This is an optimization exercise on Yosys and OpenROAD, whose aim is small area, not a production implementation.
RTL that was checked went through simulation tests only; none was proved equivalent to the original.
No activity file was given, so power comes from the tool's default toggle rates.

Design pwl_sqrt_top, start of the top module:
module pwl_sqrt_top (
  input  logic                            clk,
  input  logic                            rst_n,
  input  logic                            in_valid,
  input  logic [pwl_pkg::A_W-1:0]         in_a,
  input  logic signed [pwl_pkg::B_W-1:0]  in_b,
  input  logic [pwl_pkg::LEN_W-1:0]       in_len,
  output logic                            in_credit,
  output logic                            out_valid,
  output logic [pwl_pkg::T_W-1:0]         out_t,
  output logic [pwl_pkg::LEN_W-1:0]       out_len,
  output logic [pwl_pkg::Y_W-1:0]         out_y0,
  output logic [pwl_pkg::Y_W-1:0]         out_y1,
  input  logic                            out_credit
);
For scale: about 330 flip-flops, ~11000 um2 of cells after synthesis.
Settings: LEC_CHECK=0, CAP_MARGIN=20, CORE_MARGIN=2, CORE_UTILIZATION=40, SLEW_MARGIN=20; clock period 15.0 ns.
standard.sh (not shown) runs the stock make flow with config.mk's settings and CLKGATE_MAP_FILE= SYNTH_SCRIPT=/design/flow/synth_recipe.tcl, a recipe that flattens the netlist after the stock synthesis.
==> flow/flow/run.sh <==
#!/bin/bash
# Standard ORFS layout with two changes: the smallest buffer on the ports, and a
# clock tree of small buffers in small clusters, without dummy loads.
set -euo pipefail
export BUFFER_PORTS_ARGS="-buffer_cell sky130_fd_sc_hd__buf_1"
export CTS_ARGS="-sink_clustering_enable -repair_clock_nets -dont_use_dummy_load -buf_list sky130_fd_sc_hd__clkbuf_4 -sink_clustering_size 10 -sink_clustering_max_diameter 60"
bash standard.sh finish > orfs_make.log 2>&1
Change:
--- a/flow/design.v
+++ b/flow/design.v
@@ -67,43 +67,28 @@
   logic pe, fin, tact, done;
   assign pe    = (ph == 5'd31);
   assign fin   = (cnt == 5'd16);   
   assign out_valid = (st == S_EMIT) && (ph == 5'd0) && (cred != 2'd0);
   assign tact  = out_valid || (st == S_TADD);
   assign done  = last || (lf == 16'd0);
   assign in_credit = (st == S_TADD) && pe && done;
   logic u_eff;
   assign u_eff = u[0] && !neg && !(first && (st == S_SQ) && (cnt == 5'd0) && ph[4] && ph[3]);
   logic [3:0] j;
-  logic ge, win, aft, atj, pjx, bs, add_m, btap, add_r;
+  logic ge, win, aft, atj, pjx, bs, add_m, add_r, bd;
   assign j     = cnt[3:0];
   assign ge    = (ph[3:0] >= j);
   assign win   = ph[4] ^ ge;
   assign aft   = ph[4] && ge;
   assign atj   = (ph == {1'b0, j});
-  assign pjx   = !last || (atj ? lf[0] : p1);
-  always_comb begin
-    case (j)
-      4'd0:    btap = b[0];
-      4'd1:    btap = b[15];
-      4'd2:    btap = b[14];
-      4'd3:    btap = b[13];
-      4'd4:    btap = b[12];
-      4'd5:    btap = b[11];
-      4'd6:    btap = b[10];
-      4'd7:    btap = b[9];
-      4'd8:    btap = b[8];
-      4'd9:    btap = b[7];
-      default: btap = b[6];
-    endcase
-  end
-  assign bs    = win ? btap : (aft ? p0 : 1'b0);
+  assign pjx   = last ? (atj ? lf[0] : p1) : (j == k);
+  assign bs    = win ? b[0] : (aft ? p0 : 1'b0);
   assign add_m = bs && pjx;
   assign add_r = win && (atj || q[0]) && p1;
   logic aft_sh, eq_sh, at_sh, q_cut, sq_b, sq_t;
   assign aft_sh = (ph[4:1] >= ~cnt[3:0]);
   assign eq_sh  = (ph[4:1] == ~cnt[3:0]);
   assign at_sh  = eq_sh && !ph[0];
   assign q_cut  = ph[4] && cnt[3] && (ph[3:1] > ~cnt[2:0]);
   assign sq_t   = eq_sh ? (ph[0] || s) :
                   ((q[{cnt[2:0], 1'b0}] && !q_cut) ^ !s);
   assign sq_b   = aft_sh && sq_t;
@@ -131,41 +116,42 @@
   assign y0_in = ((st == S_SQ) && fin && first && !ph[4]) ? q_in :
                  (tact && !ph[4]) ? q[0] : y0[0];
   assign t_en  = tact || (tz && (st != S_IDLE));
   assign t_in  = tz ? 1'b0 : x_s;
   always_ff @(posedge clk) begin
     ph  <= mw ? 5'd0 : ph + 5'd1;
     cy  <= x_co;
     qd  <= q[0];
     y0  <= {y0_in, y0[15:1]};
     q   <= {q_in, q[15:1]};
-    b   <= {b[0], b[15:1]};
+    bd  <= b[0];
+    b   <= {((st == S_MULT) && ph[4]) ? bd : b[0], b[15:1]};
     if (t_en) t <= {t_in, t[31:1]};
     if (mw) begin
       u  <= {u_in, u[31:25], c0[55:32]};
       b  <= c0[31:16];
       lf <= c0[15:0];
     end else begin
       u  <= {u_in, u[31:1]};
       lf <= {lf_in, lf[15:1]};
     end
   end
   logic [3:0] kf;
   always_comb begin
     if (ph[4:1] <= 4'd2)       kf = 4'd0;
     else if (ph[4:1] >= 4'd12) kf = 4'd10;
     else                       kf = ph[4:1] - 4'd2;
   end
   always_ff @(posedge clk) begin
     if ((st == S_SCAN) && (u[0] || (ph == 5'd0))) k <= kf;
     if ((st == S_LEFT) && (ph == 5'd15)) last <= !x_co;
-    if ((st == S_MULT) && win) p0 <= btap;
+    if ((st == S_MULT) && win) p0 <= b[0];
     if ((st == S_MULT) && atj) p1 <= lf[0];
     if ((st == S_REC) && (ph == {1'b0, cnt[2:0], 1'b1})) p0 <= q[0];
     if ((st == S_SQ) && fin && pe) p1 <= 1'b1;
     else if ((st == S_REC) && pe)  p1 <= p0;
     if (mw || ((st == S_MULT) && pe)) s <= 1'b0;
     else if ((st == S_SQ) && !fin && pe) s <= !x_co;
     if (mw) neg <= 1'b0;
     else if ((st == S_MULT) && pe) neg <= add_m && !x_co;
     else if ((st == S_SQ) && (cnt == 5'd0) && pe) neg <= 1'b0;
   end
@@ -196,24 +182,24 @@
             st    <= first ? S_SCAN : S_EMIT;
             first <= 1'b0;
           end
           cnt <= cnt + 5'd1;
         end
         S_EMIT: if (out_valid) st <= S_TADD;
         S_TADD: if (pe) st <= done ? S_IDLE : S_SCAN;
         S_SCAN: if (pe) st <= S_LEFT;
         S_LEFT: if (pe) begin
           st  <= S_MULT;
-          cnt <= last ? 5'd0 : {1'b0, k};
+          cnt <= 5'd0;
         end
         S_MULT: if (pe) begin
-          if (cnt[3:0] == k) begin
+          if (cnt[3:0] == 4'd15) begin
             st  <= S_SQ;
             cnt <= 5'd0;
           end else begin
             cnt <= cnt + 5'd1;
           end
         end
         default: st <= S_IDLE;
       endcase
     end
   end
What happened: The changed run ran to the end with no violations; register-to-register slack got worse by 0.12 ns; worst hold slack got worse by 0.026 ns; clock-buffer cell count went up by 2; total power went down by 5.1%; clock skew went up by 0.026 ns; routed wire length went down by 0.70%; die area went down by 0.99%.
No functional check of the RTL was part of the second run of this note.

* * *

pwl_sqrt_top, a different RTL version from the one above (not shown whole).
Size in the first run: about 880 cells after synthesis, about 140 I/O pins, about 12000 um2 of cells after synthesis.
Settings: LEC_CHECK=0, ABC_AREA=1, CAP_MARGIN=20, CORE_MARGIN=2, CORE_UTILIZATION=40, SLEW_MARGIN=20; clock period 15.0 ns.
Scripts as last shown in full above: flow/flow/run.sh
==> next run, changes <==
--- a/flow/design.v
+++ b/flow/design.v
@@ -59,34 +59,34 @@
   logic [15:0] b;
   logic [15:0] lf;
   logic [15:0] y0;
   logic [15:0] q;
   logic [17:0] r;
   logic [31:0] t;
   logic [3:0]  k;
-  logic        bsg;
-  logic        first, neg, last, s, cy, p0, p1, pj, qd, rd1, rd2, tz;
+  logic        first, neg, last, s, cy, p0, p1, qd, rd1, rd2, tz;
   logic [1:0]  cred;
   logic pe, sq_it, fi, tact, done;
   assign pe    = (ph == 5'd31);
   assign sq_it = (st == S_SQ) && (cnt != 5'd0);
   assign fi    = (st == S_SQ) && (cnt == 5'd1);
   assign out_valid = (st == S_EMIT) && (ph == 5'd0) && (cred != 2'd0);
   assign tact  = out_valid || (st == S_TADD);
   assign done  = last || (lf == 16'd0);
+  assign in_credit = (st == S_TADD) && pe && done;
   logic u_eff;
   assign u_eff = u[0] && !neg && !(first && (st == S_SQ) && (cnt == 5'd0) && ph[4] && ph[3]);
   logic [3:0] j;
   logic ge, win, aft, atj, pjx, bs, add_m, btap;
   assign j     = cnt[3:0];
   assign ge    = (ph[3:0] >= j);
   assign win   = ph[4] ^ ge;
   assign aft   = ph[4] && ge;
   assign atj   = (ph == {1'b0, j});
-  assign pjx   = !last || (atj ? lf[0] : pj);
+  assign pjx   = !last || (atj ? lf[0] : p1);
   always_comb begin
     case (j)
       4'd0:    btap = b[0];
       4'd1:    btap = b[15];
       4'd2:    btap = b[14];
       4'd3:    btap = b[13];
       4'd4:    btap = b[12];
@@ -94,15 +94,15 @@
       4'd6:    btap = b[10];
       4'd7:    btap = b[9];
       4'd8:    btap = b[8];
       4'd9:    btap = b[7];
       default: btap = b[6];
     endcase
   end
-  assign bs    = win ? btap : (aft ? bsg : 1'b0);
+  assign bs    = win ? btap : (aft ? p0 : 1'b0);
   assign add_m = bs && pjx;
   logic pl;
   assign pl = last ? (!ph[4] && lf[0]) : (ph == {1'b0, k});
   logic rop, top_b;
   assign rop   = (ph == 5'd0) ? p0 : (ph == 5'd1) ? p1 : (fi ? 1'b0 : rd2);
   assign top_b = (ph == 5'd0) ? s : (ph == 5'd1) ? 1'b1 : (q[14] ^ !s);
   logic x_a, x_b, x_ci, x_s, x_co;
@@ -136,15 +136,14 @@
     y0  <= {y0_in, y0[15:1]};
     q   <= {q_in, q[15:1]};
     if (r_en) r <= {x_s, r[17:1]};
     if (t_en) t <= {t_in, t[31:1]};
     if (mw) begin
       u  <= {u_in, u[31:25], c0[55:32]};
       b  <= c0[31:16];
-      bsg <= c0[31];
       lf <= c0[15:0];
     end else begin
       u  <= {u_in, u[31:1]};
       lf <= {lf_in, lf[15:1]};
       b  <= {b[0], b[15:1]};
     end
   end
@@ -153,15 +152,16 @@
     if (ph[4:1] <= 4'd2)       kf = 4'd0;
     else if (ph[4:1] >= 4'd12) kf = 4'd10;
     else                       kf = ph[4:1] - 4'd2;
   end
   always_ff @(posedge clk) begin
     if ((st == S_SCAN) && (u[0] || (ph == 5'd0))) k <= kf;
     if ((st == S_LEFT) && (ph == 5'd15)) last <= !x_co;
-    if ((st == S_MULT) && atj) pj <= lf[0];
+    if ((st == S_MULT) && win) p0 <= btap;
+    if ((st == S_MULT) && atj) p1 <= lf[0];
     if ((st == S_SQ) && (ph[4:1] == ~cnt[3:0])) begin
       if (ph[0]) p1 <= u_eff;
       else       p0 <= u_eff;
     end
     if (sq_it && (ph == 5'd17)) s <= x_s;
     if (mw) neg <= 1'b0;
     else if ((st == S_MULT) && pe) neg <= add_m && !x_co;
@@ -170,18 +170,16 @@
       s   <= 1'b0;
     end
   end
   always_ff @(posedge clk) begin
     if (!rst_n) begin
       st        <= S_IDLE;
       cred      <= 2'd2;
-      in_credit <= 1'b0;
       tz        <= 1'b1;
     end else begin
-      in_credit <= (st == S_TADD) && pe && done;
       cred      <= cred + {1'b0, out_credit} - {1'b0, out_valid};
       if (tz && (st != S_IDLE) && pe) tz <= 1'b0;
       case (st)
         S_IDLE: if (mw) begin
           st    <= S_SQ;
           cnt   <= 5'd0;
           first <= 1'b1;
@@ -212,9 +210,9 @@
         default: st <= S_IDLE;
       endcase
     end
   end
   assign out_t   = t;
   assign out_y0  = y0;
   assign out_y1  = q;
-  assign out_len = last ? lf : (16'd1 << k);
+  assign out_len = last ? {6'd0, lf[9:0]} : (16'd1 << k);
 endmodule
=>
- setup slack loses 0.021 ns
- fmax falls slightly
- count of clock-buffer cells in the layout goes down by 1
- synthesized cell count went up by a few percent
- register-to-register slack improved by 0.18 ns
- worst hold slack is better by 0.0052 ns
- synthesized area grows slightly
- routed wire length is higher slightly
- combinational power rises by roughly a tenth
- total power goes up by a few percent
- cell count grows by a few percent
Only the layout flow was run in the second run of this note; the RTL was not checked for function there.

[what the ideal ports hide]
Ports are ideal in the flow. The routed layouts listed here were re-timed in OpenROAD. Step 1: set_driving_cell puts a clkbuf_16 on clk and a buf_2 on each other input, an assumption about the parent block. Step 2 adds t to the input delays and takes it off the output delays; t is the mean of the earliest and latest rising clock arrival at the registers after step 1. Input paths then give back, and output paths get back, about the clock's delay inside the block. Three values: ideal, step 1, step 2; two values: the first two.
run | shift t [ns] | setup slack, ns | worst hold slack (ns) | worst setup path at the end | clock arrival spread, ns
the first run of note 1 | 0.656 | 9.593 / 9.553 / 10.209 | 0.303 / 0.303 / 0.303 | register to output | 0.082 / 0.082
the second run of note 1 | 0.660 | 9.651 / 9.610 / 10.270 | 0.277 / 0.277 / 0.277 | register to output | 0.150 / 0.150
the first run of note 2 | 0.637 | 9.632 / 9.590 / 10.227 | 0.288 / 0.288 / 0.288 | register to output | 0.162 / 0.162
the second run of note 2 | 0.639 | 9.611 / 9.570 / 10.209 | 0.293 / 0.293 / 0.293 | register to output | 0.105 / 0.105
After both steps setup and hold are still met in every run listed.
